Context: an optimization exercise on an open-source flow, tuned for small area and a short achievable clock period. The choices shown serve that exercise and are no tape-out recipe. No functional check of the RTL was part of any run shown here. No activity file was given, so power comes from the tool's default toggle rates.

==> flow/design.v, too long to show whole: its modules and the start of the top module <==
// module koggeStoneAdder: 29 lines
// module partialProductStage: 47 lines
// module adderTreeLevel: 40 lines
// module signedMultiplier: 2046 lines
// module mulFA: 10 lines
// module mulGA: 8 lines
// module mulGO: 8 lines
// module mulBlkA: 11 lines
// module mulBlkO: 11 lines
// module mulFAx: 12 lines
// module mulXor2: 7 lines
// module mulMaj3: 8 lines
// module mulBsel: 16 lines
// module mulBselN: 16 lines
// module mulHA: 9 lines
module signedMultiplier
(
	input  logic          clk,
	input  logic          arstN,
	input  mulPkg::operandPairT   operands,
	output mulPkg::productResultT result
);
  // ...
==> flow/run.sh <==
#!/bin/bash
# synth_recipe.tcl (not shown) runs the flow's synth.tcl, then flattens the netlist and writes it again
# the make line also repeats each setting of config.mk as NAME=value (left out here)
make -C /OpenROAD-flow-scripts/flow DESIGN_CONFIG=/design/flow/config.mk WORK_HOME=/design/flow/orfs CLKGATE_MAP_FILE= SYNTH_SCRIPT=/design/flow/synth_recipe.tcl finish
==> flow/config.mk <==
export PLATFORM = sky130hd
export DESIGN_NAME = signedMultiplier
export DESIGN_NICKNAME = signedMultiplier
export VERILOG_FILES = /design/flow/design.v
export SDC_FILE = /design/flow/constraint.sdc
export NUM_CORES = 4
export LEC_CHECK = 0
export CAP_MARGIN = 20
export CORE_MARGIN = 2
export CORE_UTILIZATION = 40
export CTS_CLUSTER_DIAMETER = 100
export CTS_CLUSTER_SIZE = 30
export SETUP_SLACK_MARGIN = 1.85
export SLEW_MARGIN = 20
export SYNTH_HIERARCHICAL = 1
==> flow/constraint.sdc <==
create_clock -name core_clock -period 4.0 [get_ports {clk}]
set_input_delay 0.8000 -clock core_clock [delete_from_list [all_inputs] [get_ports {clk}]]
set_output_delay 0.8000 -clock core_clock [all_outputs]
set_load 0.01 [all_outputs]
==> flow_summary.json, run 1 <==
{
  "outcome": "no timing/DRC/antenna violations",
  "worstHoldEndpoint": "r5_p[24]",
  "worstSetupStartpoint": "r0_a0[21]",
  "worst_pin_slew_ns": 0.610,
  "path_depth": 5,
  "nWellTaps": 773,
  "r2r_cells": 5,
  "syn_area_mm2": 0.0239,
  "setup.worst_path.end": "r1_d[75]",
  "cts_tree": "built",
  "antenna_found_initial": 2,
  "finalHoldViolations": 0,
  "syn_to_final_growth_pct": 13.0,
  "holdBufCountCts": 0,
  "clk_latency_ns": 0.59,
  "crit_buf_inv": 1,
  "dp.cells": 2721,
  "yosys.area_share.xor_xnor": 0.131,
  "dpl_worst_slack_ns": 1.69,
  "cts_buffers": 25,
  "slew_violations": 0,
  "top_usage_layer": "met2",
  "multi_input_area_mm2": 0.0122,
  "hold_ws_ns": 0.334,
  "p_clk_frac": 0.148
}
==> inputs of run 2 (changes only) <==
--- a/flow/config.mk
+++ b/flow/config.mk
@@ -10,6 +10,6 @@
 export CORE_UTILIZATION = 40
 export CTS_CLUSTER_DIAMETER = 100
 export CTS_CLUSTER_SIZE = 30
-export SETUP_SLACK_MARGIN = 1.85
+export SETUP_SLACK_MARGIN = 1.95
 export SLEW_MARGIN = 20
 export SYNTH_HIERARCHICAL = 1
==> run 2 against run 1 <==
  * Utilization rose by 1.6 points
  * Combinational power is 3.4% higher
  * Hold slack barely moved
  * Sequential power about the same
  * Still clean
  * Sequential share of layout area down 1.2 points
  * Sequential cell count did not move
==> flow_summary.json, run 2 <==
{
  "multi_input_area_mm2": 0.0130,
  "detail_route.iter0.violations": 1284,
  "slew_violations": 0,
  "hp-class": "reg -> reg",
  "fillers": 5192,
  "finalSetupTns_ns": 0,
  "io_buffers": 99,
  "ys_warn_count": 7,
  "synth.most_common_cell": "dfxtp_1",
  "avgViaCountPerCell": 5.10,
  "final_common_cell": "dfxtp_1",
  "syn_to_final_growth_pct": 17.0,
  "path_clk_slew_ns": 0.11,
  "hold_ws_ns": 0.334,
  "async_reset_ff_frac": 0.0112,
  "drv_cap": 0,
  "clk_latency_ns": 0.59,
  "synthCells": 1972,
  "critPathSlowestCell": "fa_2",
  "fin_crit_sh": 0.553,
  "top_regs": "r1_d x167, r2_d x87, r3_d x62",
  "cp-start-kind": "register",
  "syn_area_per_cell_um2": 12.1,
  "die_x_um": 248,
  "cts_buffer_depth": 3,
  "fin_nets": 2392,
  "clock_skew_ns": 0.0206,
  "worst_pin_slew_ns": 0.602,
  "power_mw": 20.6,
  "antenna_found_initial": 2,
  "period_minus_slack_ns": 2.21,
  "vias": 14405,
  "start_util": 0.405,
  "layout_common_cells": "dfxtp_1 (413), xnor2_1 (222), fa_1 (173), o22ai_1 (119), inv_1 (116)",
  "ios": 100,
  "dieHeight_um": 248,
  "largest_reg_flops": 167,
  "gp_congestion": 0.915,
  "arrival_ns": 2.74,
  "drt-wirelength-per-cell_um": 19.3,
  "rsz0062_at_grt": "yes",
  "crit_chain": "clkinvlp_4 -> o22ai_2 -> xnor2_1 -> fa_2 -> fa_2",
  "synth-edff-count": 0,
  "grt_max_degree": 31,
  "cts_num_sinks": 538,
  "synth_ff_type": "dfxtp_1",
  "finalHoldViolations": 0,
  "cp.required_ns": 4.53,
  "seqCellArea_mm2": 0.0110,
  "coreArea_mm2": 0.0590,
  "placementRows": 89,
  "dr.pass1.iters": 7,
  "crit_type": "reg -> reg",
  "grt_pass1_wl_um": 86000,
  "crit_path_max_incr_delay_ns": 0.60,
  "drive_gt1_frac": 0.249,
  "clock.fmax_mhz": 452,
  "yosys-top-cells-count": "dfxtp_1 (532), xnor2_1 (247), fa_1 (227)",
  "antenna_left": 0,
  "drcViolationCount": 0,
  "yosysTopAreaCellShare": 0.445,
  "power_density_mw_per_mm2": 738,
  "root_buffer": "clkbuf_16",
  "setup_viol": 0,
  "gr-usage-all-layers": 0.175,
  "regMostFlops": "r1_d",
  "synth.distinct_cells": 25,
  "h-tree-depth": 1,
  "slew_headroom": 0.599,
  "synthTopCellsByArea": "dfxtp_1 (45%), fa_1 (19%), xnor2_1 (9.0%)",
  "grt_remaining_overflow": 0,
  "ys_seq_elements": 538,
  "grt_pass1_vias": 15223,
  "cp_max_fo": 6,
  "max-vdd-ir-drop_mv": 0.360,
  "die_area_mm2": 0.0617,
  "routed_wl_um": 54400,
  "holdBufCountCts": 0,
  "ys_seq_area_frac": 0.452,
  "outcome": "no timing/DRC/antenna violations",
  "dp_hpwl_um": 38800,
  "critPathCaptureType": "register",
  "cts_buffers": 25,
  "synth_top_area_cell": "dfxtp_1",
  "cpMostUsedCell": "fa_2",
  "syn_area_mm2": 0.0239,
  "cts_tree": "built",
  "p_leak_nw": 10.8
}
## run 2: cell counts after synthesis
No cell type changed its count.
## run 2: modules after synthesis, one instance, submodules excluded
module | flops+latches | area (µm²) | cells | times used
signedMultiplier | 538 | 17600 | 1530 | 1
mulFA | 0 | 20.0 | 1 | 227
mulBlkA | 0 | 12.5 | 2 | 36
mulBlkO | 0 | 12.5 | 2 | 16
mulHA | 0 | 12.5 | 1 | 65
mulGA | 0 | 8.76 | 1 | 26
mulGO | 0 | 5.00 | 1 | 20
## run 2: critical path, delay by kind of cell, from the launching register on
| kind | cells | cell delay, ns |
|---|---|---|
| compound gates | 1 | 0.22 |
| fa+ha+maj | 2 | 1.14 |
| buf+inv | 1 | 0.22 |
| flops | 1 | 0.40 |
| xor+xnor | 1 | 0.17 |
## run 2: kinds of logic (layout without fill, tap and decap cells)
kind of cell / count (synthesis) / in the layout / share of synthesized area
fa+ha+maj: 302 / 302 / 0.229
buf+inv: 272 / 341 / 0.0541
xor+xnor: 358 / 358 / 0.131
simple gates: 99 / 99 / 0.0179
other cells: 1 / 9 / 0.000157
compound gates: 402 / 402 / 0.116
flops: 538 / 538 / 0.452
## run 2: final timing paths
check,startpoint,endpoint,slack (ns),depth (start not counted)
max in group asynchronous,arstN,valid[4],3.34,1
setup reg to reg,r0_a0[21],r1_d[75],1.79,5
setup / recovery,r0_a0[21],r1_d[75],1.79,5
hold / removal,r4_p[24],r5_p[24],0.33,0
hold reg to reg,r4_p[24],r5_p[24],0.33,0
min in group asynchronous,arstN,valid[3],0.45,1
## run 2: per-layer routing
layer  GRT usage  routed length (µm)  vias to the layer above
met5           0                 107                        -
met2       0.267               24100                      556
met4      0.0559                1560                        4
met1       0.247               24200                     7154
li1            -                   -                     6571
met3      0.0386                4400                      120
## run 2: area by class of cell
type                       instances  area share
clock inverter                    10     0.00532
tap                              773      0.0346
inverter                         141      0.0220
multi-input combinational       1169       0.466
clock buffer                      26      0.0225
sequential                       538       0.394
antenna                            1   0.0000895
timing repair inverter             5     0.00134
timing repair buffer             159      0.0543
## run 2: per-stage QoR
step	setup WS (ns)	cell area [µm²]	std cells	util
2_1_floorplan	1.98	23900	1979	-
6_report	1.79	28000	2822	0.474
3_3_place_gp	1.70	25100	2721	0.426
4_1_cts	1.83	27200	2809	0.461
3_5_place_dp	1.69	25100	2721	0.426
5_1_grt	1.77	28000	2822	0.474
## run 2: power breakdown
part | switching [mW] | internal (mW) | leakage [nW]
clock | 1.79 | 1.22 | 0.377
sequential | 1.09 | 7.66 | 4.56
combinational | 4.66 | 4.22 | 5.83
## run 2: timing repair
action,CTS,global route
gates cloned,5,0
setup endpoints to repair,180,112
pin swaps,65,50
setup buffers,47,12
resized for setup,319,133

-- afterwards: timing with drivers on the ports --
The flow's constraints put no driver on any port. The routed layouts listed below were extracted and timed again, unchanged, in two steps.
Step 1: set_driving_cell puts a clkbuf_16 on clk and a buf_2 on each other input, an assumption about the parent block.
Step 2 times the ports against the registers' clock, not the clock port: input delays grow and output delays shrink by t, the midpoint of the rising clock arrivals with the driver on.
a / b / c = ideal / step 1 / step 2; a / b = the first two.
run	shift t [ns]	setup WS [ns]	hold slack, ns
run 1	0.633	1.804 / 1.804 / 1.696	0.334 / 0.334 / 0.334
run 2	0.637	1.790 / 1.790 / 1.710	0.334 / 0.334 / 0.334
After both steps setup and hold are still met in every run listed. For run 1, which loses most, drivers alone change the setup slack by 0.000 ns; drivers and shift together by -0.108 ns.
